Source: an optimization exercise on an open RTL-to-GDS flow (aim: small area, a short achievable clock period and few clock cycles per item). Production flows keep margins and buffers that such runs may drop. Function was checked by simulation only, so behaviour that the tests miss may differ from the original. Power and IR drop assume default switching activity.

<file path="design/flow/flow/run.sh">
#!/bin/bash
# The standard layout (the standard.sh, all ORFS steps to finish), with two
# synthesis changes that leave the registers as the standard synthesis makes
# them:
#  - ADDER_MAP_FILE is left empty, so Yosys does not cut adders into full/half
#    adder cells before ABC;
#  - ABC maps with flow/abc_map.script (strash; dch; map; buffer; upsize;
#    dnsize) through flow/synth.tcl, which wraps synth_recipe.tcl.
# make's full output goes to make_finish.log; each ORFS step keeps its own log
# under orfs/logs/.
set -euo pipefail
here=$(pwd)
export FLOW_FLOW_DIR="$here/flow"
export FLOW_SYNTH_TCL="$here/synth_recipe.tcl"
bash standard.sh ADDER_MAP_FILE= SYNTH_SCRIPT="$here/flow/synth.tcl" finish > make_finish.log 2>&1
</file>
<file path="design/flow/flow/abc_map.script">
strash
dch
map
buffer
upsize
dnsize
</file>
<file path="design/flow/flow/synth.tcl">
# The standard flow's synthesis script (synth_recipe.tcl, ORFS's synthesis with Yosys's fsm
# and share passes off, then flatten and rename), with one change: ABC maps
# the combinational logic with a delay-driven script (flow/abc_map.script)
# instead of ORFS's abc_speed.script. Registers are untouched.
proc abc {args} {
  set new {}
  set skip 0
  foreach a $args {
    if {$skip} { set skip 0; continue }
    if {$a eq "-script"} { set skip 1; continue }
    lappend new $a
  }
  yosys abc -script $::env(FLOW_FLOW_DIR)/abc_map.script {*}$new
}
source $::env(FLOW_SYNTH_TCL)
</file>
<file path="design/flow/standard.sh">
#!/bin/bash
# synth_recipe.tcl (not shown) runs the flow's synth.tcl, then flattens the netlist and writes it again
# the make line also repeats each setting of config.mk as NAME=value (left out here)
make -C /OpenROAD-flow-scripts/flow DESIGN_CONFIG=/design/flow/config.mk WORK_HOME=/design/flow/orfs CLKGATE_MAP_FILE= SYNTH_SCRIPT=/design/flow/synth_recipe.tcl "${@:-finish}"
</file>
<file path="design/flow/config.mk">
export PLATFORM = sky130hd
export DESIGN_NAME = pipelineTop
export DESIGN_NICKNAME = pipelineTop
export VERILOG_FILES = /design/flow/design.v
export SDC_FILE = /design/flow/constraint.sdc
export NUM_CORES = 4
export LEC_CHECK = 0
export CAP_MARGIN = 20
export CORE_MARGIN = 2
export CORE_UTILIZATION = 40
export PLACE_DENSITY = 0.55
export SETUP_SLACK_MARGIN = 4.0
export SLEW_MARGIN = 20
export TNS_END_PERCENT = 100
</file>
<file path="design/flow/constraint.sdc">
create_clock -name core_clock -period 7.0 [get_ports {Clk}]
set_input_delay 1.4000 -clock core_clock [delete_from_list [all_inputs] [get_ports {Clk}]]
set_output_delay 1.4000 -clock core_clock [all_outputs]
set_load 0.01 [all_outputs]
</file>
<file path="design/flow/design.v">
package mipsPkg;
  typedef logic [31:0] word_t;      
  typedef logic [4:0]  regAddr_t;   
  typedef struct packed {
    word_t sum;
    word_t diff;
    word_t andR;
    word_t orR;
    logic  lt;
    word_t shl;
  } aluAll_t;
  function automatic word_t pickAlu(input logic [5:0] sel, input aluAll_t r);
    pickAlu = ({32{sel[0]}} & r.sum)
            | ({32{sel[1]}} & r.diff)
            | ({32{sel[2]}} & r.andR)
            | ({32{sel[3]}} & r.orR)
            | ({32{sel[4]}} & {31'd0, r.lt})
            | ({32{sel[5]}} & r.shl);
  endfunction
  typedef struct packed {
    regAddr_t dest;
    word_t    data;
  } wbResult_t;
endpackage
module registerFile (
  input  logic               Clk,
  input  logic               rstN,
  input  logic [31:1]        rsSel,
  input  logic [31:1]        rtSel,
  output mipsPkg::word_t     readData1,
  output mipsPkg::word_t     readData2,
  input  logic               wrEn,
  input  mipsPkg::regAddr_t  wrAddr,
  input  mipsPkg::word_t     wrData
);
  mipsPkg::word_t regs [1:31];
  logic [31:1]    written;
  always_comb begin
    readData1 = '0;
    readData2 = '0;
    for (int i = 1; i < 32; i++) begin
      readData1 = readData1 | ({32{rsSel[i] & written[i]}} & regs[i]);
      readData2 = readData2 | ({32{rtSel[i] & written[i]}} & regs[i]);
    end
  end
  always_ff @(posedge Clk or negedge rstN) begin
    if (!rstN)
      written <= '0;
    else if (wrEn && wrAddr != '0)
      written[wrAddr] <= 1'b1;
  end
  always_ff @(posedge Clk) begin
    if (wrEn && wrAddr != '0)
      regs[wrAddr] <= wrData;
  end
endmodule
module decodeStage (
  input  logic               Clk,
  input  logic               rstN,
  input  logic               instrValid,
  input  mipsPkg::word_t     instr,
  output logic               instrCredit,
  output logic [31:1]        rsSel,
  output logic [31:1]        rtSel,
  input  mipsPkg::word_t     readData1,
  input  mipsPkg::word_t     readData2,
  input  mipsPkg::aluAll_t   aluAll,
  input  logic               mWrites,
  input  mipsPkg::regAddr_t  mDest,
  input  logic               mLoad,
  input  mipsPkg::word_t     mAlu,
  input  mipsPkg::word_t     mLoadData,
  input  logic               wbValid,
  input  mipsPkg::regAddr_t  wbDest,
  input  mipsPkg::word_t     wbData,
  output logic               dxValid,
  output logic               dxWrites,    
  output logic               dxLoad,
  output logic               dxStore,
  output mipsPkg::regAddr_t  dxDest,
  output logic [5:0]         dxOp,        
  output logic [4:0]         dxShamt,
  output mipsPkg::word_t     dxA,         
  output mipsPkg::word_t     dxB,         
  output mipsPkg::word_t     dxS          
);
  localparam int qDepth = 4 - 1;   
  typedef struct packed {
    mipsPkg::regAddr_t dest;
    logic              writes;      
    logic              useRs;
    logic              useRt;
    logic              aluSrcImm;
    logic              isLoad;
    logic              isStore;
    logic [5:0]        op;
  } ctrl_t;
  function automatic ctrl_t decode(input mipsPkg::word_t w);
    ctrl_t c;
    logic  regWrite;
    c           = '0;
    c.dest      = w[20:16];
    c.aluSrcImm = 1'b1;
    c.op        = 6'b000001;   
    regWrite    = 1'b0;
    case (w[31:26])
      6'h00: begin
        c.dest      = w[15:11];
        c.aluSrcImm = 1'b0;
        case (w[5:0])
          6'h20: begin regWrite = 1'b1; c.useRs = 1'b1; c.useRt = 1'b1; c.op = 6'b000001; end
          6'h22: begin regWrite = 1'b1; c.useRs = 1'b1; c.useRt = 1'b1; c.op = 6'b000010; end
          6'h24: begin regWrite = 1'b1; c.useRs = 1'b1; c.useRt = 1'b1; c.op = 6'b000100; end
          6'h25:  begin regWrite = 1'b1; c.useRs = 1'b1; c.useRt = 1'b1; c.op = 6'b001000; end
          6'h2A: begin regWrite = 1'b1; c.useRs = 1'b1; c.useRt = 1'b1; c.op = 6'b010000; end
          6'h00: begin regWrite = 1'b1; c.useRt = 1'b1; c.op = 6'b100000; end
          default: ;
        endcase
      end
      6'h08: begin regWrite = 1'b1; c.useRs = 1'b1; end
      6'h23:   begin regWrite = 1'b1; c.useRs = 1'b1; c.isLoad = 1'b1; end
      6'h2B:   begin c.useRs = 1'b1; c.useRt = 1'b1; c.isStore = 1'b1; end
      default: ;
    endcase
    c.writes = regWrite && (c.dest != '0);
    decode = c;
  endfunction
  mipsPkg::word_t queueMem [qDepth];
  logic [1:0]     wrPtr;
  logic [1:0]     rdPtr;
  logic [1:0]     queueCount;
  logic           pop;
  mipsPkg::word_t dInstr;
  ctrl_t          dCtrl;
  logic           dValid;
  logic           stall;      
  logic           advance;
  function automatic logic [1:0] nextPtr(input logic [1:0] ptr);
    nextPtr = (ptr == 2'(qDepth - 1)) ? 2'd0 : ptr + 2'd1;
  endfunction
  assign advance = dValid && !stall;
  assign pop     = (queueCount != '0) && (!dValid || !stall);
  always_ff @(posedge Clk or negedge rstN) begin
    if (!rstN) begin
      wrPtr      <= '0;
      rdPtr      <= '0;
      queueCount <= '0;
    end else begin
      if (instrValid)
        wrPtr <= nextPtr(wrPtr);
      if (pop)
        rdPtr <= nextPtr(rdPtr);
      queueCount <= queueCount + 2'(instrValid) - 2'(pop);
    end
  end
  always_ff @(posedge Clk) begin
    if (instrValid)
      queueMem[wrPtr] <= instr;
  end
  mipsPkg::word_t qHead;
  ctrl_t          qCtrl;
  logic           hazardNext;
  assign qHead = queueMem[rdPtr];
  assign qCtrl = decode(qHead);
  assign hazardNext = pop && advance && dCtrl.isLoad && dCtrl.writes &&
                      ((qCtrl.useRs && qHead[25:21] == dCtrl.dest) ||
                       (qCtrl.useRt && qHead[20:16] == dCtrl.dest));
  always_ff @(posedge Clk or negedge rstN) begin
    if (!rstN) begin
      dValid      <= 1'b0;
      stall       <= 1'b0;
      instrCredit <= 1'b0;
    end else begin
      if (pop)
        dValid <= 1'b1;
      else if (advance)
        dValid <= 1'b0;
      stall       <= hazardNext;
      instrCredit <= advance;
    end
  end
  always_ff @(posedge Clk) begin
    if (pop) begin
      dInstr <= qHead;
      dCtrl  <= qCtrl;
      for (int i = 1; i < 32; i++) begin
        rsSel[i] <= (qHead[25:21] == 5'(i));
        rtSel[i] <= (qHead[20:16] == 5'(i));
      end
    end
  end
  mipsPkg::regAddr_t rs;
  mipsPkg::regAddr_t rt;
  assign rs = dInstr[25:21];
  assign rt = dInstr[20:16];
  typedef struct packed {
    logic [5:0] alu;    
    logic       mLd;    
    logic       mAlu;   
    logic       wb;     
    logic       rf;     
  } srcSel_t;
  function automatic srcSel_t source(input mipsPkg::regAddr_t src);
    srcSel_t s;
    logic    x, m, w;
    x = dxWrites && !dxLoad && dxDest == src;
    m = mWrites && mDest == src;
    w = wbValid && wbDest == src;
    s.alu  = {6{x}} & dxOp;
    s.mLd  = !x && m && mLoad;
    s.mAlu = !x && m && !mLoad;
    s.wb   = !x && !m && w;
    s.rf   = !x && !m && !w;
    source = s;
  endfunction
  function automatic mipsPkg::word_t operand(input srcSel_t s, input mipsPkg::word_t regValue);
    operand = mipsPkg::pickAlu(s.alu, aluAll)
            | ({32{s.mLd}}  & mLoadData)
            | ({32{s.mAlu}} & mAlu)
            | ({32{s.wb}}   & wbData)
            | ({32{s.rf}}   & regValue);
  endfunction
  srcSel_t selA, selT, selB;
  assign selA = source(rs);
  assign selT = source(rt);
  assign selB = dCtrl.aluSrcImm ? '0 : selT;
  mipsPkg::word_t imm;
  assign imm = {{16{dInstr[15]}}, dInstr[15:0]};
  always_ff @(posedge Clk or negedge rstN) begin
    if (!rstN) begin
      dxValid  <= 1'b0;
      dxWrites <= 1'b0;
      dxLoad   <= 1'b0;
      dxStore  <= 1'b0;
    end else begin
      dxValid  <= advance;
      dxWrites <= advance && dCtrl.writes;
      dxLoad   <= advance && dCtrl.isLoad;
      dxStore  <= advance && dCtrl.isStore;
    end
  end
  always_ff @(posedge Clk) begin
    dxDest  <= dCtrl.dest;
    dxOp    <= dCtrl.op;
    dxShamt <= dInstr[10:6];
    dxA     <= operand(selA, readData1);
    dxB     <= operand(selB, readData2) | ({32{dCtrl.aluSrcImm}} & imm);
    dxS     <= operand(selT, readData2);
  end
endmodule
module executeStage (
  input  logic               Clk,
  input  logic               rstN,
  input  logic               dxWrites,
  input  logic               dxLoad,
  input  logic               dxStore,
  input  mipsPkg::regAddr_t  dxDest,
  input  logic [5:0]         dxOp,
  input  logic [4:0]         dxShamt,
  input  mipsPkg::word_t     dxA,
  input  mipsPkg::word_t     dxB,
  input  mipsPkg::word_t     dxS,
  output mipsPkg::aluAll_t    aluAll,      
  output logic               xmWrites,
  output logic               xmLoad,
  output logic               xmStore,
  output mipsPkg::regAddr_t  xmDest,
  output mipsPkg::word_t     xmAlu,       
  output logic [64-1:0] xmReadSel,   
  input  logic [64-1:0] memWritten,  
  output mipsPkg::word_t     xmStoreData
);
  localparam int idxW = $clog2(64);
  mipsPkg::word_t sum;
  mipsPkg::word_t diff;
  logic           lt;
  logic [64-1:0] wordSel;
  function automatic mipsPkg::word_t addKS(input mipsPkg::word_t a, input mipsPkg::word_t b,
                                           input logic cin);
    mipsPkg::word_t p, g, pp, gg, gn, pn;
    p = a ^ b;
    g = a & b;
    g[0] = g[0] | (p[0] & cin);
    pp = p;
    gg = g;
    for (int d = 1; d < 32; d = d * 2) begin
      gn = gg;
      pn = pp;
      for (int i = d; i < 32; i++) begin
        gn[i] = gg[i] | (pp[i] & gg[i-d]);
        pn[i] = pp[i] & pp[i-d];
      end
      gg = gn;
      pp = pn;
    end
    addKS = p ^ {gg[30:0], cin};
  endfunction
  assign sum  = addKS(dxA, dxB, 1'b0);
  assign diff = addKS(dxA, ~dxB, 1'b1);
  assign lt   = (dxA[31] ^ dxB[31]) ? dxA[31] : diff[31];
  assign aluAll.sum  = sum;
  assign aluAll.diff = diff;
  assign aluAll.andR = dxA & dxB;
  assign aluAll.orR  = dxA | dxB;
  assign aluAll.lt   = lt;
  assign aluAll.shl  = dxB << dxShamt;
  always_comb begin
    for (int i = 0; i < 64; i++)
      wordSel[i] = (sum[idxW+1:2] == idxW'(i));
  end
  always_ff @(posedge Clk or negedge rstN) begin
    if (!rstN) begin
      xmWrites <= 1'b0;
      xmLoad   <= 1'b0;
      xmStore  <= 1'b0;
    end else begin
      xmWrites <= dxWrites;
      xmLoad   <= dxLoad;
      xmStore  <= dxStore;
    end
  end
  always_ff @(posedge Clk) begin
    xmDest      <= dxDest;
    xmAlu       <= mipsPkg::pickAlu(dxOp, aluAll);
    xmReadSel   <= wordSel & memWritten;
    xmStoreData <= dxS;
  end
endmodule
module resultStage (
  input  logic               Clk,
  input  logic               rstN,
  input  logic               xmWrites,
  input  logic               xmLoad,
  input  logic               xmStore,
  input  mipsPkg::regAddr_t  xmDest,
  input  mipsPkg::word_t     xmAlu,
  input  logic [64-1:0] xmReadSel,
  input  mipsPkg::word_t     xmStoreData,
  output logic [64-1:0] memWritten,   
  output mipsPkg::word_t     loadData,
  output mipsPkg::word_t     mResult,
  output logic               wbValid,
  output mipsPkg::wbResult_t wbResult,    
  output mipsPkg::regAddr_t  wbDest,      
  output mipsPkg::word_t     wbData       
);
  mipsPkg::word_t              dataMem [64];
  logic [64-1:0] written;
  logic [64-1:0] writeSel;
  localparam int idxW = $clog2(64);
  always_comb begin
    for (int i = 0; i < 64; i++)
      writeSel[i] = xmStore && (xmAlu[idxW+1:2] == idxW'(i));
  end
  always_comb begin
    loadData = '0;
    for (int i = 0; i < 64; i++)
      loadData = loadData | ({32{xmReadSel[i]}} & dataMem[i]);
  end
  assign memWritten = written | writeSel;
  assign mResult = xmLoad ? loadData : xmAlu;
  always_ff @(posedge Clk or negedge rstN) begin
    if (!rstN)
      written <= '0;
    else
      written <= written | writeSel;
  end
  always_ff @(posedge Clk) begin
    for (int i = 0; i < 64; i++)
      if (writeSel[i])
        dataMem[i] <= xmStoreData;
  end
  always_ff @(posedge Clk or negedge rstN) begin
    if (!rstN) begin
      wbValid  <= 1'b0;
      wbResult <= '0;
    end else begin
      wbValid  <= xmWrites;
      wbResult <= {xmDest, mResult};
    end
  end
  always_ff @(posedge Clk) begin
    wbDest <= xmDest;
    wbData <= mResult;
  end
endmodule
module pipelineTop (
  input  logic               Clk,
  input  logic               rstN,
  input  logic               instrValid,
  input  logic [31:0]        instr,
  output logic               instrCredit,
  output logic               wbValid,
  output logic [36:0]        wbResult    
);
  logic [31:1]       rsSel;
  logic [31:1]       rtSel;
  mipsPkg::word_t    readData1;
  mipsPkg::word_t    readData2;
  logic              dxValid, dxWrites, dxLoad, dxStore;
  mipsPkg::regAddr_t dxDest;
  logic [5:0]        dxOp;
  logic [4:0]        dxShamt;
  mipsPkg::word_t    dxA, dxB, dxS;
  mipsPkg::aluAll_t  aluAll;
  logic              xmWrites, xmLoad, xmStore;
  mipsPkg::regAddr_t xmDest;
  mipsPkg::word_t    xmAlu;
  logic [64-1:0] xmReadSel;
  mipsPkg::word_t    xmStoreData;
  mipsPkg::word_t    mResult;
  mipsPkg::word_t    loadData;
  logic [64-1:0] memWritten;
  mipsPkg::wbResult_t wb;
  mipsPkg::regAddr_t  wbDest;
  mipsPkg::word_t     wbData;
  assign wbResult = wb;
  decodeStage u_decode (
    .Clk(Clk), .rstN(rstN),
    .instrValid(instrValid), .instr(instr), .instrCredit(instrCredit),
    .rsSel(rsSel), .rtSel(rtSel), .readData1(readData1), .readData2(readData2),
    .aluAll(aluAll),
    .mWrites(xmWrites), .mDest(xmDest), .mLoad(xmLoad), .mAlu(xmAlu), .mLoadData(loadData),
    .wbValid(wbValid), .wbDest(wbDest), .wbData(wbData),
    .dxValid(dxValid), .dxWrites(dxWrites), .dxLoad(dxLoad), .dxStore(dxStore),
    .dxDest(dxDest), .dxOp(dxOp), .dxShamt(dxShamt),
    .dxA(dxA), .dxB(dxB), .dxS(dxS)
  );
  registerFile u_regFile (
    .Clk(Clk), .rstN(rstN),
    .rsSel(rsSel), .rtSel(rtSel), .readData1(readData1), .readData2(readData2),
    .wrEn(wbValid), .wrAddr(wbDest), .wrData(wbData)
  );
  executeStage u_execute (
    .Clk(Clk), .rstN(rstN),
    .dxWrites(dxWrites), .dxLoad(dxLoad), .dxStore(dxStore), .dxDest(dxDest),
    .dxOp(dxOp), .dxShamt(dxShamt), .dxA(dxA), .dxB(dxB), .dxS(dxS),
    .aluAll(aluAll),
    .xmWrites(xmWrites), .xmLoad(xmLoad), .xmStore(xmStore), .xmDest(xmDest),
    .xmAlu(xmAlu), .xmReadSel(xmReadSel), .memWritten(memWritten), .xmStoreData(xmStoreData)
  );
  resultStage u_result (
    .Clk(Clk), .rstN(rstN),
    .xmWrites(xmWrites), .xmLoad(xmLoad), .xmStore(xmStore), .xmDest(xmDest),
    .xmAlu(xmAlu), .xmReadSel(xmReadSel), .xmStoreData(xmStoreData),
    .memWritten(memWritten), .loadData(loadData), .mResult(mResult),
    .wbValid(wbValid), .wbResult(wb), .wbDest(wbDest), .wbData(wbData)
  );
endmodule
</file>
==> results of run 1 <==
final cells by class:
type | count | area [sq um]
Antenna cell | 26 | 65.1
Clock buffer | 490 | 10400
Clock inverter | 226 | 2480
Fill cell | 31200 | 184000
Inverter | 557 | 2290
Multi-Input combinational cell | 6350 | 40800
Sequential cell | 3669 | 107000
Tap cell | 4794 | 6000
Timing Repair Buffer | 977 | 10300
Timing Repair inverter | 5 | 28.8
layer usage:
layer  vias to the layer above  GRT usage [%]  wire length [um]
li1                      44300              -                 -
met1                     58100           49.8            267000
met2                     10400           59.5            328000
met3                      2721           12.7            102000
met4                        30           30.6             74700
met5                         -          0.116               280
what timing repair did:
| action | CTS | global route |
|---|---|---|
| setup endpoints to repair | 528 | 287 |
| setup buffers | 233 | 157 |
| gates cloned | 21 | 10 |
| gates resized for setup | 1293 | 480 |
| pin swaps | 211 | 246 |
flip-flops by register name, indices dropped and copies added (netlist names), 32 cells and up:
name / flops
u_result.wbData: 32
u_decode.dxS: 32
u_result.written: 64
u_execute.xmReadSel: 64
u_execute.xmStoreData: 32
u_decode.dxB: 32
u_decode.dxA: 32
u_regFile.regs: 992
u_decode.queueMem: 96
u_execute.xmAlu: 32
u_result.wbResult: 37
u_result.dataMem: 2048
final timing paths:
path                                                startpoint                                end  slack [ns]  cells past startpoint
worst max-delay path            u_execute.xmReadSel[3]$_DFF_P_           u_decode.dxB[18]$_DFF_P_        3.64                     10
worst min-delay path                  u_decode.dxS[12]$_DFF_P_  u_execute.xmStoreData[12]$_DFF_P_        0.33                      0
max in group asynchronous                                 rstN     u_result.wbResult[1]$_DFF_PN0_        5.13                      2
worst min register to register        u_decode.dxS[12]$_DFF_P_  u_execute.xmStoreData[12]$_DFF_P_        0.33                      0
worst max register to register  u_execute.xmReadSel[3]$_DFF_P_           u_decode.dxB[18]$_DFF_P_        3.64                     10
min in group asynchronous                                 rstN   u_regFile.written[6]$_DFFE_PN0P_        0.44                      1
cells in the mapped netlist, types with 14 or more instances:
cell          n
a221oi_1    133
buf_1        22
o221ai_1     28
dfrtp_1     148
a21boi_0     15
a22oi_1    1304
nand2_1    1916
o211ai_1     51
xor2_1       19
a31oi_1      53
nor4_1       54
inv_1       526
buf_2        28
nor3_1      155
clkbuf_1    421
o21a_1       22
dfxtp_1     282
o22ai_1      76
nand3_1     409
o2111ai_1    43
a32o_1       34
nand4_1     389
a211oi_1     91
o21bai_1     23
a21oi_1     237
and2_1       32
a2111oi_0    42
or2_2        45
clkinv_1     25
nor2_2       14
o21ai_1      15
o21ai_0     232
edfxtp_1   3239
nor2_1      661
a22o_1       89
critical path, delay by kind of cell, from the launching register on:
family / cells / cell delay, ns
compound gates: 3 / 1.24
buf+inv: 2 / 0.35
flops: 1 / 0.34
simple gates: 5 / 1.23
power groups by stage:
stage	Sequential [mW]	Combinational [mW]	Clock [mW]
2_1_floorplan	31.1	10.7	0
3_3_place_gp	31.3	27.0	0
3_5_place_dp	31.3	27.0	0
4_1_cts	30.9	30.0	21.2
5_1_grt	31.1	33.1	22.0
6_report	31.1	33.2	21.2
cell families (layout without fill, tap and decap cells):
family / after synthesis / count (layout) / synth area share [%]
other: 0 / 26 / 0
AO/OA/AOI/OAI: 2581 / 2581 / 12.8
buffers and inverters: 1035 / 2255 / 2.72
multiplexers: 2 / 2 / 0.0137
XOR/XNOR: 25 / 25 / 0.176
flip-flops: 3669 / 3669 / 73.0
AND/OR/NAND/NOR: 3742 / 3742 / 11.2
per-stage QoR:
step	cell area, sq um	setup slack, ns	total power, mW	utilization [%]	hold WS (ns)
CTS	176000	3.75	82.1	48.4	0.320
finish	179000	3.64	85.5	49.4	0.326
detailed placement	156000	2.62	58.3	43.0	0.313
global route	179000	3.69	86.2	49.4	0.332
global placement	156000	2.02	58.3	42.9	0.312
floorplan	146000	3.80	41.8	-	0.310
==> reports/results.ini, run 1 <==
[outcome]
outcome = no timing/DRC/antenna violations

[finish]
fin_nets = 12000
layout_common_cells = 3239 x edfxtp_1, 1782 x nand2_1, 1208 x a22oi_1, 629 x buf_4, 493 x inv_1
drive_gt1_share_pct = 21.9
layout_commonest_cell = edfxtp_1
areaGrowthSynthToFinish_pct = 22.8
stdcell_count = 17100

[routing]
dr.pass1.iters = 9
avgViaCountPerCell = 6.76
wl_per_cell_um = 45.2
drcViolationCount = 0
wirelength_um = 772000
ant_nets = 0
num_vias = 116000
drt_iter0_markers = 22700

[floorplan]
fp.dieH_um = 608
row_count = 221
start_util_pct = 40.2
pin_count = 74
die_area_sq_um = 370000
dieWidth_um = 608
core_sq_um = 363000

[power_and_ir_drop]
p_per_area_nw_per_um2 = 477
irDropWorstVdd_mv = 0.410
p_leak_nw = 62.3
p_seq_share_pct = 36.4
p_sw_share_pct = 43.1
combPwrFrac_pct = 38.8
p_sw_mw = 36.8
p_int_mw = 48.7
power_frac_clock_pct = 24.8

[timing]
period_needed_ns = 3.36
rsz0062_at_grt = yes
setup_violations = 0
relSlewSlack_pct = 16.6
fmax_mhz = 298
slew_viol_final = 0
hold_viol_final = 0
period_share_pct = 48.0
worst_pin_slew_ns = 1.25
skew_ns = 0.0780
setup_tns_ns = 0

[synthesis]
synth_ff_type = edfxtp_1
synth.top_cell.area_share_pct = 66.6
synth-edff-count = 3239
syn_nets = 11100
async_flop_share_pct = 4.03
avgSynthCellArea_sq_um = 13.2
ys_ff_latch = 3669
syn_inst = 11100
netlist_area_sq_um = 146000
netlist.top_cell.by_area = edfxtp_1
synth_seq_area_share_pct = 73.0
ys_warn_count = 5
yosysUniqueCellTypes = 83
synth.top_cells.by_area = edfxtp_1 67%, a22oi_1 6.7%, nand2_1 4.9%

[global_route]
grt_pass1_wl_um = 1000000
track_usage_pct = 40.4
grt_overflow = 0
grt_pass1_vias = 106000
grt_max_degree = 65
antenna_found_initial = 52

[clocking]
cts_made_buffers = 389
clk_path_buf_depth = 4
clk_latency_ns = 1.02
clkSinkCount = 3669
ctsHoldBuffers = 0
cts_tree = yes
h-tree-depth = 5
clk_pin_slew_ns = 0.06
cts-root-buf = clkbuf_16

[placement]
port_buffers = 73
gp_congestion = 1.05
dp_hpwl_um = 483000
placedCellCount = 15900

[setup_path]
start_kind = flop
crit_required_ns = 7.83
worstPathCellList = buf_12 -> a22oi_2 -> nand2_2 -> nor4_4 -> nand2_2 -> o211ai_1 -> nand4_1 -> buf_6 -> a21oi_4 -> nand4_1
max_stage_delay_ns = 0.58
cp.arrival_ns = 4.19
path_class = reg -> reg
end_kind = flop
cpMaxStageDelayCell = o211ai_1
critical_path.max_fanout = 7

[min_path]
hold_class = reg -> reg

[job]
cap_violations = 0

Testbench counts, summed over its fixed seeds: cycles 16,274, instrs 16,000.
==> run 2, diff against run 1 <==
--- a/design/flow/flow/run.sh
+++ b/design/flow/flow/run.sh
@@ -7,4 +7,7 @@
 #  - ABC maps with flow/abc_map.script (strash; dch; map; buffer; upsize;
 #    dnsize) through flow/synth.tcl, which wraps synth_recipe.tcl.
+# and two layout changes: the resizer may swap a cell for one of another
+# footprint (MATCH_CELL_FOOTPRINT=0), and the port buffers that global
+# placement adds are buf_4 cells (BUFFER_PORTS_ARGS) rather than delay cells.
 # make's full output goes to make_finish.log; each ORFS step keeps its own log
 # under orfs/logs/.
@@ -13,3 +16,5 @@
 export FLOW_FLOW_DIR="$here/flow"
 export FLOW_SYNTH_TCL="$here/synth_recipe.tcl"
-bash standard.sh ADDER_MAP_FILE= SYNTH_SCRIPT="$here/flow/synth.tcl" finish > make_finish.log 2>&1
+bash standard.sh ADDER_MAP_FILE= SYNTH_SCRIPT="$here/flow/synth.tcl" \
+  MATCH_CELL_FOOTPRINT=0 "BUFFER_PORTS_ARGS=-buffer_cell sky130_fd_sc_hd__buf_4" \
+  finish > make_finish.log 2>&1
==> reports/results.ini, run 2 <==
[timing]
worst_pin_slew_ns = 1.36  ; +0.107 ns
slew_viol_final = 0  ; unchanged
setup_tns_ns = 0  ; unchanged
rsz0062_at_grt = yes
period_needed_ns = 3.59  ; +0.232 ns
fmax_mhz = 279  ; -6.5%
setup_violations = 0  ; unchanged
period_share_pct = 51.3  ; +3.3 points
hold_viol_final = 0  ; unchanged
relSlewSlack_pct = 9.12  ; -7.5 points
skew_ns = 0.0830  ; +0.00503 ns

[synthesis]
ys_warn_count = 5  ; unchanged
synth-simple-area-share_pct = 11.2  ; unchanged
syn_inst = 11100  ; unchanged
async_flop_share_pct = 4.03  ; unchanged
synthMuxAreaShare_pct = 0.0137  ; unchanged
synth.most_common_cell = edfxtp_1
synth_top_family_by_area = compound AO/OA/AOI/OAI gates
syn_nets = 11100  ; unchanged
synth.top_cell.area_share_pct = 66.6  ; unchanged
avgSynthCellArea_sq_um = 13.2  ; unchanged
netlist_area_sq_um = 146000  ; unchanged
yosysUniqueCellTypes = 83  ; unchanged
synth-adder-area-share_pct = 0  ; unchanged
synth_compound_area_share_pct = 12.8  ; unchanged
synth-edff-count = 3239  ; unchanged
synth_top_cells_by_count = 3239 x edfxtp_1, 1916 x nand2_1, 1304 x a22oi_1, 661 x nor2_1, 526 x inv_1
synth_ff_type = edfxtp_1
yosys.area_share.xor_xnor_pct = 0.176  ; unchanged
synth.top_cells.by_area = edfxtp_1 67%, a22oi_1 6.7%, nand2_1 4.9%
synth_seq_area_share_pct = 73.0  ; unchanged
netlist.top_cell.by_area = edfxtp_1
ys_ff_latch = 3669  ; unchanged

[power_and_ir_drop]
p_seq_share_pct = 36.0  ; -0.4 points
p_sw_share_pct = 43.0  ; -0.10 points
p_per_area_nw_per_um2 = 477  ; about the same
power_frac_clock_pct = 24.6  ; -0.2 points
combPwrFrac_pct = 39.4  ; +0.6 points
p_int_mw = 49.1  ; +0.88%
p_leak_nw = 63.1  ; +1.2%
irDropWorstVdd_mv = 0.404  ; -1.5%
p_sw_mw = 37.0  ; +0.47%

[clocking]
cts_made_buffers = 386  ; -0.77%
clk_pin_slew_ns = 0.06  ; about the same
ctsHoldBuffers = 0  ; unchanged
cts-root-buf = clkbuf_16
cts_tree = yes
clk_latency_ns = 1.03  ; about the same
clkSinkCount = 3669  ; unchanged
h-tree-depth = 5  ; unchanged
clk_path_buf_depth = 4  ; unchanged

[routing]
dr.pass1.iters = 14  ; +5
wirelength_um = 780000  ; +1.0%
drcViolationCount = 0  ; unchanged
wl_per_cell_um = 45.3  ; +0.21%
ant_nets = 0  ; unchanged
drt_iter0_markers = 22400  ; -1.4%
avgViaCountPerCell = 6.72  ; -0.70%
num_vias = 116000  ; +0.12%

[setup_path]
path_class = reg -> reg
start_kind = flop
cp.arrival_ns = 4.44  ; +0.25 ns
r2r_start = u_regFile.written[1]$_DFFE_PN0P_
reg2reg_slack_ns = 3.41  ; -0.23 ns
crit_required_ns = 7.85  ; +0.02 ns
reg2reg_to = u_decode.dxB[23]$_DFF_P_
rr_worst_depth = 11  ; +1
critical_path.max_fanout = 21  ; +14
end_kind = flop

[global_route]
antenna_found_initial = 55  ; +5.8%
grt_overflow = 0  ; unchanged
track_usage_pct = 40.8  ; +0.41 points
grt_pass1_vias = 106000  ; -0.089%
grt_pass1_wl_um = 1010000  ; +0.59%
grt_max_degree = 109  ; +68%

[finish]
design_area_sq_um = 181000  ; +0.73%
areaGrowthSynthToFinish_pct = 23.7
layout_commonest_cell = edfxtp_1
multi_input_area_sq_um = 40800  ; -0.16%
num-fill-cells = 31200  ; +0.12%
fin_nets = 12100  ; +1.0%
reg_top3 = u_result.dataMem (2048), u_regFile.regs (992), u_decode.queueMem (96)
largest_register_ffs = 2048  ; unchanged
final-seq-area_sq_um = 107000  ; about the same
layout_common_cells = 3239 x edfxtp_1, 1789 x nand2_1, 1206 x a22oi_1, 763 x buf_4, 489 x inv_1
drive_gt1_share_pct = 22.7  ; +0.85 points
largest_register = u_result.dataMem

[placement]
port_buffers = 73  ; unchanged
placed_cell_area_sq_um = 156000  ; about the same
gp_congestion = 1.05  ; +0.31%
dp_hpwl_um = 482000  ; -0.29%

[floorplan]
fp.dieH_um = 608  ; unchanged
core_sq_um = 363000  ; unchanged
pin_count = 74  ; unchanged
die_area_sq_um = 370000  ; unchanged
dieWidth_um = 608  ; unchanged
start_util_pct = 40.2  ; unchanged
row_count = 221  ; unchanged

[outcome]
outcome = no timing/DRC/antenna violations

[min_path]
hold_depth = 0  ; unchanged
min_from = u_decode.dxS[7]$_DFF_P_
hold-path-endpoint = u_execute.xmStoreData[7]$_DFF_P_
hold_class = reg -> reg

[job]
cap_violations = 0  ; unchanged

-- run 2: worst max-delay path: stages (launching register included) --
cell	delay, ns
dfrtp_1	0.43
nand2_2	0.18
inv_1	0.10
buf_8	0.23
a22oi_1	0.20
nand2_1	0.09
nor2_1	0.11
nand4_1	0.92
a22oi_2	0.65
nand3_2	0.20
a21oi_2	0.18
nand3_1	0.09
-- run 2: area by class of cell --
class | instances | share of cell area [%]
sequential | 3669 | 59.2
multi-input combinational | 6351 | 22.6
timing repair buffer | 1103 | 6.44
clock buffer | 492 | 5.77
tap | 4794 | 3.32
clock inverter | 224 | 1.35
inverter | 557 | 1.26
antenna | 43 | 0.0596
timing repair inverter | 3 | 0.00832
-- run 2: layer usage --
metal,track usage [%],wire length (um)
met5,0,188
met4,30.8,73500
met3,12.6,103000
met2,59.9,332000
met1,50.6,272000
-- run 2: through the flow --
step / cells / power (mW) / hold slack (ns) / setup slack [ns] / utilization, %
finish: 17200 / 86.1 / 0.327 / 3.41 / 49.8
global route: 17200 / 86.8 / 0.327 / 3.48 / 49.7
CTS: 17000 / 82.4 / 0.325 / 3.75 / 48.7
detailed placement: 15900 / 58.4 / 0.312 / 2.52 / 42.9
global placement: 15900 / 58.4 / 0.311 / 2.01 / 42.9
floorplan: 11100 / 41.8 / 0.310 / 3.80 / -
-- run 2: worst max-delay path by stage --
| stage | from | endpoint | slack (ns) | depth (start not counted) |
|---|---|---|---|---|
| floorplan | instrValid | u_decode.queueMem[1][0]$_DFFE_PP_ | 3.80 | 2 |
| global placement | u_execute.xmReadSel[14]$_DFF_P_ | u_decode.dxB[1]$_DFF_P_ | 2.01 | 11 |
| detailed placement | u_decode.rtSel[19]$_DFFE_PP_ | u_decode.dxB[21]$_DFF_P_ | 2.52 | 11 |
| CTS | u_decode.rdPtr[1]$_DFFE_PN0P_ | u_decode.rtSel[21]$_DFFE_PP_ | 3.75 | 9 |
| global route | u_regFile.written[18]$_DFFE_PN0P_ | u_decode.dxS[9]$_DFF_P_ | 3.48 | 13 |
| finish | u_regFile.written[1]$_DFFE_PN0P_ | u_decode.dxB[23]$_DFF_P_ | 3.41 | 11 |
-- run 2: cells by family (layout without fill, tap and decap cells) --
kind of cell,count (synthesis),in the layout
other,0,43
flip-flops,3669,3669
multiplexers,2,2
buffers and inverters,1035,2379
AO/OA/AOI/OAI,2581,2581
AND/OR/NAND/NOR,3742,3743
XOR/XNOR,25,25
-- run 2: timing repair --
item,4_1_cts,5_1_grt
gates cloned,28,8
buffers inserted,341,157
endpoints found under the setup margin,791,347
gates resized for setup,1184,510
pin swaps,200,246
-- run 2: power by group through the flow --
stage	clock network (mW)	logic, mW	registers (mW)
global route	22.0	33.8	31.0
detailed placement	0	27.1	31.2
floorplan	0	10.7	31.1
CTS	21.2	30.4	30.8
global placement	0	27.2	31.2
finish	21.2	33.9	31.0
==> run 3, diff against run 2 <==
--- a/design/flow/design.v
+++ b/design/flow/design.v
@@ -83,5 +83,5 @@
   output mipsPkg::word_t     dxA,         
   output mipsPkg::word_t     dxB,         
-  output mipsPkg::word_t     dxS          
+  output logic [7:0]         dxImm8       
 );
   localparam int qDepth = 4 - 1;   
@@ -224,5 +224,7 @@
   assign selA = source(rs);
   assign selT = source(rt);
-  assign selB = dCtrl.aluSrcImm ? '0 : selT;
+  logic bImm;
+  assign bImm = dCtrl.aluSrcImm && !dCtrl.isStore;
+  assign selB = bImm ? '0 : selT;
   mipsPkg::word_t imm;
   assign imm = {{16{dInstr[15]}}, dInstr[15:0]};
@@ -245,6 +247,6 @@
     dxShamt <= dInstr[10:6];
     dxA     <= operand(selA, readData1);
-    dxB     <= operand(selB, readData2) | ({32{dCtrl.aluSrcImm}} & imm);
-    dxS     <= operand(selT, readData2);
+    dxB     <= operand(selB, readData2) | ({32{bImm}} & imm);
+    dxImm8  <= dInstr[7:0];
   end
 endmodule
@@ -260,5 +262,5 @@
   input  mipsPkg::word_t     dxA,
   input  mipsPkg::word_t     dxB,
-  input  mipsPkg::word_t     dxS,
+  input  logic [7:0]         dxImm8,
   output mipsPkg::aluAll_t    aluAll,      
   output logic               xmWrites,
@@ -268,4 +270,5 @@
   output mipsPkg::word_t     xmAlu,       
   output logic [64-1:0] xmReadSel,   
+  output logic [$clog2(64)-1:0] xmWordIdx,   
   input  logic [64-1:0] memWritten,  
   output mipsPkg::word_t     xmStoreData
@@ -276,4 +279,8 @@
   logic           lt;
   logic [64-1:0] wordSel;
+  logic [7:0]                  addrLow;
+  logic [idxW-1:0]             wordIdx;
+  assign addrLow = dxA[7:0] + dxImm8;
+  assign wordIdx = addrLow[idxW+1:2];
   function automatic mipsPkg::word_t addKS(input mipsPkg::word_t a, input mipsPkg::word_t b,
                                            input logic cin);
@@ -307,5 +314,5 @@
   always_comb begin
     for (int i = 0; i < 64; i++)
-      wordSel[i] = (sum[idxW+1:2] == idxW'(i));
+      wordSel[i] = (wordIdx == idxW'(i));
   end
   always_ff @(posedge Clk or negedge rstN) begin
@@ -324,5 +331,6 @@
     xmAlu       <= mipsPkg::pickAlu(dxOp, aluAll);
     xmReadSel   <= wordSel & memWritten;
-    xmStoreData <= dxS;
+    xmWordIdx   <= wordIdx;
+    xmStoreData <= dxB;
   end
 endmodule
@@ -336,4 +344,5 @@
   input  mipsPkg::word_t     xmAlu,
   input  logic [64-1:0] xmReadSel,
+  input  logic [$clog2(64)-1:0] xmWordIdx,
   input  mipsPkg::word_t     xmStoreData,
   output logic [64-1:0] memWritten,   
@@ -351,5 +360,5 @@
   always_comb begin
     for (int i = 0; i < 64; i++)
-      writeSel[i] = xmStore && (xmAlu[idxW+1:2] == idxW'(i));
+      writeSel[i] = xmStore && (xmWordIdx == idxW'(i));
   end
   always_comb begin
@@ -402,5 +411,6 @@
   logic [5:0]        dxOp;
   logic [4:0]        dxShamt;
-  mipsPkg::word_t    dxA, dxB, dxS;
+  mipsPkg::word_t    dxA, dxB;
+  logic [7:0]        dxImm8;
   mipsPkg::aluAll_t  aluAll;
   logic              xmWrites, xmLoad, xmStore;
@@ -408,4 +418,5 @@
   mipsPkg::word_t    xmAlu;
   logic [64-1:0] xmReadSel;
+  logic [$clog2(64)-1:0] xmWordIdx;
   mipsPkg::word_t    xmStoreData;
   mipsPkg::word_t    mResult;
@@ -425,5 +436,5 @@
     .dxValid(dxValid), .dxWrites(dxWrites), .dxLoad(dxLoad), .dxStore(dxStore),
     .dxDest(dxDest), .dxOp(dxOp), .dxShamt(dxShamt),
-    .dxA(dxA), .dxB(dxB), .dxS(dxS)
+    .dxA(dxA), .dxB(dxB), .dxImm8(dxImm8)
   );
   registerFile u_regFile (
@@ -435,13 +446,13 @@
     .Clk(Clk), .rstN(rstN),
     .dxWrites(dxWrites), .dxLoad(dxLoad), .dxStore(dxStore), .dxDest(dxDest),
-    .dxOp(dxOp), .dxShamt(dxShamt), .dxA(dxA), .dxB(dxB), .dxS(dxS),
+    .dxOp(dxOp), .dxShamt(dxShamt), .dxA(dxA), .dxB(dxB), .dxImm8(dxImm8),
     .aluAll(aluAll),
     .xmWrites(xmWrites), .xmLoad(xmLoad), .xmStore(xmStore), .xmDest(xmDest),
-    .xmAlu(xmAlu), .xmReadSel(xmReadSel), .memWritten(memWritten), .xmStoreData(xmStoreData)
+    .xmAlu(xmAlu), .xmReadSel(xmReadSel), .xmWordIdx(xmWordIdx), .memWritten(memWritten), .xmStoreData(xmStoreData)
   );
   resultStage u_result (
     .Clk(Clk), .rstN(rstN),
     .xmWrites(xmWrites), .xmLoad(xmLoad), .xmStore(xmStore), .xmDest(xmDest),
-    .xmAlu(xmAlu), .xmReadSel(xmReadSel), .xmStoreData(xmStoreData),
+    .xmAlu(xmAlu), .xmReadSel(xmReadSel), .xmWordIdx(xmWordIdx), .xmStoreData(xmStoreData),
     .memWritten(memWritten), .loadData(loadData), .mResult(mResult),
     .wbValid(wbValid), .wbResult(wb), .wbDest(wbDest), .wbData(wbData)
==> reports/results.ini, run 3 <==
[outcome]
outcome = no timing/DRC/antenna violations

[synthesis]
yosysUniqueCellTypes = 88  ; +6.0%
netlist.top_cell.by_area = edfxtp_1
async_flop_share_pct = 4.06  ; +0.022 points
synth.most_common_cell = edfxtp_1
syn_nets = 10700  ; -3.8%
ys_warn_count = 5  ; unchanged
synth_top_cells_by_count = 3239 x edfxtp_1, 1717 x nand2_1, 1276 x a22oi_1, 644 x nor2_1, 433 x inv_1
synth.top_cell.area_share_pct = 67.6  ; +0.93 points
netlist_area_sq_um = 144000  ; -1.4%
synth-edff-count = 3239  ; unchanged
syn_inst = 10600  ; -3.9%
synth_seq_area_share_pct = 73.8  ; +0.74 points
avgSynthCellArea_sq_um = 13.5  ; +2.6%
synth_ff_type = edfxtp_1
ys_ff_latch = 3649  ; -0.55%
synth.top_cells.by_area = edfxtp_1 68%, a22oi_1 6.7%, nand2_1 4.5%

[finish]
reg_top3 = u_result.dataMem (2048), u_regFile.regs (992), u_decode.queueMem (96)
layout_commonest_cell = edfxtp_1
layout_common_cells = 3239 x edfxtp_1, 1632 x nand2_1, 1197 x a22oi_1, 696 x buf_4, 491 x nor2_1
drive_gt1_share_pct = 21.4  ; -1.3 points
num-fill-cells = 31000  ; -0.61%
fin_nets = 11500  ; -4.7%
largest_register = u_result.dataMem
largest_register_ffs = 2048  ; unchanged
areaGrowthSynthToFinish_pct = 21.7

[routing]
routed.top_layer = met5
drcViolationCount = 0  ; unchanged
wl_met1_um = 240000  ; -12%
wl_per_cell_um = 41.7  ; -7.9%
drt_iter0_markers = 20200  ; -9.9%
wirelength_um = 693000  ; -11%
ant_nets = 0  ; unchanged
dr_wl_met3_um = 93900  ; -8.5%
num_vias = 110000  ; -5.1%
avgViaCountPerCell = 6.61  ; -1.6%
dr.pass1.iters = 12  ; -2
wl_met2_um = 290000  ; -12%

[power_and_ir_drop]
p_total_mw = 81.3  ; -5.6%
p_leak_nw = 60.1  ; -4.7%
irDropWorstVdd_mv = 0.462  ; +15%
p_per_area_nw_per_um2 = 464  ; -2.7%

[setup_path]
start_kind = flop
cp.arrival_ns = 4.20  ; -0.24 ns
crit_required_ns = 7.77  ; -0.08 ns
end_kind = flop
path_class = reg -> reg
critical_path.max_fanout = 6  ; -71%
max_stage_delay_ns = 0.51  ; -0.41 ns
worstPathCellList = nand2_8 -> buf_6 -> clkinvlp_4 -> buf_6 -> buf_12 -> clkbuf_16 -> buf_12 -> a22oi_1 -> nand3_1 -> a211oi_4 -> nand2_2 -> a221oi_1 -> o2111ai_2
cpMaxStageDelayCell = a211oi_4

[global_route]
grt_pass1_wl_um = 903000  ; -10%
antenna_found_initial = 54  ; -1.8%
grt_pass1_vias = 102000  ; -4.3%
track_usage_pct = 36.6  ; -4.2 points
grt_max_degree = 65  ; -40%
grt_overflow = 0  ; unchanged

[clocking]
cts_made_buffers = 380  ; -1.6%
clk_path_buf_depth = 4  ; unchanged
h-tree-depth = 5  ; unchanged
clk_latency_ns = 1.07  ; +0.04 ns
clk_pin_slew_ns = 0.07  ; about the same
cts-root-buf = clkbuf_16
cts_tree = yes
clkSinkCount = 3649  ; -0.55%

[placement]
dp_hpwl_um = 425000  ; -12%
gp_congestion = 1.04  ; -1.0%
port_buffers = 73  ; unchanged
dp_slack_ns = 2.56  ; +0.0359 ns

[timing]
hold_viol_final = 0  ; unchanged
fmax_mhz = 291  ; +4.6%
layout_setup_ws_ns = 3.57  ; +0.157 ns
rsz0062_at_grt = yes
relSlewSlack_pct = 18.9  ; +9.8 points
worst_pin_slew_ns = 1.21  ; -0.152 ns
setup_violations = 0  ; unchanged
period_needed_ns = 3.43  ; -0.157 ns
slew_viol_final = 0  ; unchanged
setup_tns_ns = 0  ; unchanged
skew_ns = 0.162  ; +0.0789 ns
period_share_pct = 49.0  ; -2.2 points

[floorplan]
dieWidth_um = 604  ; -0.69%
start_util_pct = 40.1  ; -0.098 points
pin_count = 74  ; unchanged
core_sq_um = 359000  ; -1.1%
row_count = 220  ; -0.45%
fp.dieH_um = 604  ; -0.69%
die_area_sq_um = 365000  ; -1.4%

[job]
cap_violations = 0  ; unchanged

[min_path]
hold_class = reg -> reg

## run 3: routing by layer
layer / vias to the layer above / GRT usage (%)
li1: 43000 / -
met4: 28 / 28.5
met3: 2495 / 12.5
met2: 9215 / 52.9
met5: - / 0.396
met1: 55200 / 45.1
## run 3: repair_timing
item,4_1_cts,5_1_grt
hold buffers,0,0
gates cloned,18,10
setup endpoints to repair,314,197
setup buffers,227,176
pin swaps,154,226
gates resized for setup,836,458
## run 3: layout make-up
| cell class | instances | area, sq um | area share (%) |
|---|---|---|---|
| clock buffer | 513 | 10400 | 5.91 |
| inverter | 471 | 2000 | 1.14 |
| antenna | 27 | 67.6 | 0.0385 |
| sequential | 3649 | 106000 | 60.8 |
| clock inverter | 194 | 1930 | 1.10 |
| timing repair buffer | 946 | 9420 | 5.37 |
| timing repair inverter | 3 | 20.0 | 0.0114 |
| multi-input combinational | 6052 | 39000 | 22.3 |
| tap | 4773 | 5970 | 3.41 |
## run 3: per-stage QoR
stage | hold slack, ns | instance area, sq um | instances | utilization [%]
4_1_cts | 0.312 | 171000 | 16400 | 47.8
3_5_place_dp | 0.334 | 153000 | 15500 | 42.8
3_3_place_gp | 0.334 | 153000 | 15500 | 42.7
2_1_floorplan | 0.323 | 144000 | 10600 | -
5_1_grt | 0.329 | 175000 | 16600 | 48.9
6_report | 0.317 | 175000 | 16600 | 48.9
## run 3: worst max-delay path, delay by kind of cell (launching register included)
kind | cells | cell delay, ns
and+or+nand+nor | 3 | 0.59
buffers and inverters | 6 | 0.87
AOI/OAI and AO/OA | 4 | 1.17
DFF | 1 | 0.47
## run 3: logic make-up after synthesis
kind of cell | synth area share, %
buffers and inverters | 2.51
xor gates and xnor gates | 0.224
DFF | 73.8
AOI/OAI and AO/OA | 12.7
and+or+nand+nor | 10.8
## run 3: worst paths after layout
check	from	to	slack, ns	cells after the start
worst max-delay path	u_decode.rtSel[2]$_DFFE_PP_	u_decode.dxB[2]$_DFF_P_	3.57	13
worst max register to register	u_decode.rtSel[2]$_DFFE_PP_	u_decode.dxB[2]$_DFF_P_	3.57	13
worst min register to register	u_decode.dxB[27]$_DFF_P_	u_execute.xmStoreData[27]$_DFF_P_	0.32	0
min in group asynchronous	rstN	u_result.wbResult[18]$_DFF_PN0_	0.45	1
max in group asynchronous	rstN	u_result.wbResult[6]$_DFF_PN0_	4.89	2
worst min-delay path	u_decode.dxB[27]$_DFF_P_	u_execute.xmStoreData[27]$_DFF_P_	0.32	0
## run 3: where the power goes
part | internal, mW | leakage (nW) | switching (mW)
Combinational | 7.33 | 20.7 | 22.5
Sequential | 28.4 | 33.4 | 2.67
Clock | 11.5 | 5.99 | 8.87
Total | 47.2 | 60.1 | 34.1
Testbench counts of run 3, summed over its fixed seeds: cycles 16,274, instrs 16,000.
==> run 4, diff against run 3 <==
--- a/design/flow/config.mk
+++ b/design/flow/config.mk
@@ -8,6 +8,6 @@
 export CAP_MARGIN = 20
 export CORE_MARGIN = 2
-export CORE_UTILIZATION = 40
-export PLACE_DENSITY = 0.55
+export CORE_UTILIZATION = 30
+export PLACE_DENSITY = 0.5
 export SETUP_SLACK_MARGIN = 4.0
 export SLEW_MARGIN = 20
==> reports/results.ini, run 4 <==
[power_and_ir_drop]
irDropWorstVdd_mv = 0.347  ; -25%
combPwrFrac_pct = 34.5  ; -2.2 points
p_leak_nw = 59.3  ; -1.3%
p_sw_mw = 33.2  ; -2.7%
power_frac_clock_pct = 26.4  ; +1.4 points
p_seq_share_pct = 39.1  ; +0.9 points
p_per_area_nw_per_um2 = 458  ; -1.3%
p_int_mw = 47.1  ; -0.22%
p_sw_share_pct = 41.3  ; -0.62 points

[synthesis]
synth.top_cell.area_share_pct = 67.6  ; unchanged
synth_top_cells_by_count = 3239 x edfxtp_1, 1717 x nand2_1, 1276 x a22oi_1, 644 x nor2_1, 433 x inv_1
synth.most_common_cell = edfxtp_1
netlist.top_cell.by_area = edfxtp_1
yosysUniqueCellTypes = 88  ; unchanged
avgSynthCellArea_sq_um = 13.5  ; unchanged
netlist_area_sq_um = 144000  ; unchanged
ys_ff_latch = 3649  ; unchanged
ys_warn_count = 5  ; unchanged
synth-edff-count = 3239  ; unchanged
syn_inst = 10600  ; unchanged
synth_seq_area_share_pct = 73.8  ; unchanged
async_flop_share_pct = 4.06  ; unchanged
syn_nets = 10700  ; unchanged
synth.top_cells.by_area = edfxtp_1 68%, a22oi_1 6.7%, nand2_1 4.5%
synth_ff_type = edfxtp_1

[finish]
largest_register_ffs = 2048  ; unchanged
fin_nets = 11400  ; -1.4%
num-fill-cells = 45800  ; +48%
multi_input_area_sq_um = 38300  ; -1.9%
final-seq-area_sq_um = 107000  ; about the same
reg_top3 = u_result.dataMem (2048), u_regFile.regs (992), u_decode.queueMem (96)
areaGrowthSynthToFinish_pct = 21.8  ; about the same
drive_gt1_share_pct = 19.4  ; -2.1 points
design_area_sq_um = 175000  ; about the same
stdcell_count = 18100  ; +8.9%
layout_commonest_cell = edfxtp_1
largest_register = u_result.dataMem
layout_common_cells = 3239 x edfxtp_1, 1645 x nand2_1, 1233 x a22oi_1, 560 x buf_4, 496 x nor2_1

[routing]
drt_iter0_markers = 17900  ; -11%
wirelength_um = 689000  ; -0.61%
drcViolationCount = 0  ; unchanged
avgViaCountPerCell = 5.92  ; -10%
dr.pass1.iters = 8  ; -4
num_vias = 107000  ; -2.6%
ant_nets = 0  ; unchanged
wl_per_cell_um = 38.0  ; -8.7%

[clocking]
clk_path_buf_depth = 4  ; unchanged
clkSinkCount = 3649  ; unchanged
clk_latency_ns = 1.03  ; -0.04 ns
cts-root-buf = clkbuf_16
h-tree-depth = 5  ; unchanged
cts_tree = yes
clk_pin_slew_ns = 0.06  ; about the same
cts_made_buffers = 387  ; +1.8%

[timing]
hold-worst-slack_ns = 0.287  ; -0.0299 ns
slew_viol_final = 0  ; unchanged
relSlewSlack_pct = 20.9  ; +2.0 points
worst_pin_slew_ns = 1.18  ; -0.0207 ns
setup_violations = 0  ; unchanged
rsz0062_at_grt = yes
fmax_mhz = 303  ; +4.2%
hold_viol_final = 0  ; unchanged
layout_setup_ws_ns = 3.71  ; +0.137 ns
period_needed_ns = 3.29  ; -0.137 ns
period_share_pct = 47.1  ; -2.0 points
setup_tns_ns = 0  ; unchanged
skew_ns = 0.0878  ; -0.0742 ns

[global_route]
antenna_found_initial = 58  ; +7.4%
grt_max_degree = 76  ; +17%
track_usage_pct = 27.2  ; -9.4 points
grt_pass1_vias = 99300  ; -2.2%
grt_pass1_wl_um = 901000  ; -0.31%
grt_overflow = 0  ; unchanged

[placement]
gp_congestion = 1.02  ; -2.2%
port_buffers = 73  ; unchanged
dp_hpwl_um = 437000  ; +2.9%
placed_cell_area_sq_um = 155000  ; +1.3%
placedCellCount = 17100  ; +10%
dp_slack_ns = 2.77  ; +0.216 ns

[setup_path]
critical_path.max_fanout = 5  ; -1
path_class = reg -> reg
end_kind = flop
reg2reg_to = u_decode.dxB[12]$_DFF_P_
reg2reg_slack_ns = 3.71  ; +0.14 ns
cp.arrival_ns = 4.13  ; -0.07 ns
startpoint = u_execute.xmReadSel[34]$_DFF_P_
crit_required_ns = 7.83  ; +0.06 ns
r2r_start = u_execute.xmReadSel[34]$_DFF_P_
rr_worst_depth = 9  ; -4
start_kind = flop
endpoint = u_decode.dxB[12]$_DFF_P_

[job]
cap_violations = 0  ; unchanged

[floorplan]
row_count = 254  ; +15%
die_area_sq_um = 486000  ; +33%
fp.dieH_um = 697  ; +15%
dieWidth_um = 697  ; +15%
core_sq_um = 478000  ; +33%
start_util_pct = 30.1  ; -10 points
pin_count = 74  ; unchanged

[min_path]
hold_class = reg -> reg

[outcome]
outcome = no timing/DRC/antenna violations

## run 4: cell types whose count changed in the layout (fill, tap and decap cells not counted), sizes merged
| cell | previous run | this run |
|---|---|---|
| buf | 921 | 753 |
| inv | 434 | 447 |
| bufinv | 28 | 40 |
| clkinvlp | 64 | 52 |
| diode | 27 | 30 |
| clkinv | 142 | 144 |
| nor2 | 672 | 670 |
## run 4: final cells by class
class | instances | area share [%]
tap | 6400 | 4.57
antenna | 30 | 0.0428
clock inverter | 208 | 1.33
multi-input combinational | 6050 | 21.8
timing repair buffer | 777 | 4.40
timing repair inverter | 4 | 0.0143
clock buffer | 514 | 5.98
sequential | 3649 | 60.8
inverter | 471 | 1.09
## run 4: metal layers
metal  share of wire [%]  global-route usage, %  vias to the layer above
li1                    -                      -                    42700
met1                  36                   33.7                    54400
met2                  44                   41.4                     7908
met3                  11                   7.27                     2086
met4                 8.7                   19.0                       26
met5               0.027                      0                        -
## run 4: through the flow
stage	utilization (%)	power, mW
floorplan	-	41.1
global placement	32.5	55.4
detailed placement	32.5	55.5
CTS	36.2	78.2
global route	36.6	81.5
finish	36.7	80.2
## run 4: timing repair
action                                  in CTS  in global routing
pin swaps                                  135                137
gates cloned                                14                 12
resized for setup                          745                308
hold buffers                                 0                  0
endpoints found under the setup margin     365                154
setup buffers                              152                 88
## run 4: worst max-delay path: stages, from the launching register on
cell and delay [ns]:
dfxtp_4 0.43, buf_12 0.16, a22oi_2 0.17, nand4_1 0.80, nor4_4 0.84, buf_4 0.26
o21ai_2 0.05, buf_4 0.15, a21oi_2 0.12, nand4_1 0.10
## run 4: kinds of logic (layout without fill, tap and decap cells)
group	after synthesis	count (layout)	share of synthesized area, %
simple gates	3492	3493	10.8
flops	3649	3649	73.8
other cells	0	30	0
xor+xnor	33	33	0.224
buf+inv	930	1974	2.51
compound gates	2524	2524	12.7
## run 4: worst min-delay path by stage
| stage | from | end | slack [ns] | cells past startpoint |
|---|---|---|---|---|
| after floorplan | u_decode.dCtrl[0]$_SDFFCE_PP1P_ | u_decode.dxOp[0]$_DFF_P_ | 0.32 | 0 |
| after global placement | u_decode.dCtrl[5]$_SDFFCE_PP0P_ | u_decode.dxOp[5]$_DFF_P_ | 0.33 | 0 |
| after global routing | u_decode.dCtrl[2]$_SDFFCE_PP0P_ | u_decode.dxOp[2]$_DFF_P_ | 0.30 | 0 |
| after detailed placement | u_decode.dCtrl[5]$_SDFFCE_PP0P_ | u_decode.dxOp[5]$_DFF_P_ | 0.33 | 0 |
| final | u_decode.dCtrl[2]$_SDFFCE_PP0P_ | u_decode.dxOp[2]$_DFF_P_ | 0.29 | 0 |
| after CTS | u_decode.dCtrl[2]$_SDFFCE_PP0P_ | u_decode.dxOp[2]$_DFF_P_ | 0.27 | 0 |
## run 4: power by group through the flow
stage / Clock, mW / Sequential (mW) / Combinational [mW]
6_report: 21.1 / 31.4 / 27.7
5_1_grt: 22.1 / 31.5 / 28.0
4_1_cts: 21.3 / 31.2 / 25.7
3_5_place_dp: 0 / 31.6 / 23.8
3_3_place_gp: 0 / 31.6 / 23.8
2_1_floorplan: 0 / 30.8 / 10.3

## port drivers added, routing unchanged
How much do the figures lean on ideal ports? The routed layouts below were timed once more, with nothing changed but the port constraints.
Step 1 sets driving cells, clkbuf_16 on the clock port and buf_2 on the other inputs (assumed; they add their load-dependent delay and slew).
Step 2 moves the port delays by t, midway between the first and last clock arrival at a register: inputs arrive t later, outputs are due t later. That takes back most of the time a late clock gives input paths.
a / b / c = ideal ports / drivers / drivers and shift; a / b = the first two.
run	t, ns	setup slack, ns	worst data-port slew with drivers (ns)
run 1	1.096	3.643 / 3.643 / 3.624	0.11
run 2	1.107	3.411 / 3.411 / 3.411	0.12
run 3	1.082	3.568 / 3.568 / 3.568	0.16
run 4	1.097	3.705 / 3.698 / 3.705	0.12
After both steps setup and hold are still met in every run listed. For run 1, which loses most, drivers alone change the setup slack by 0.000 ns; drivers and shift together by -0.019 ns.
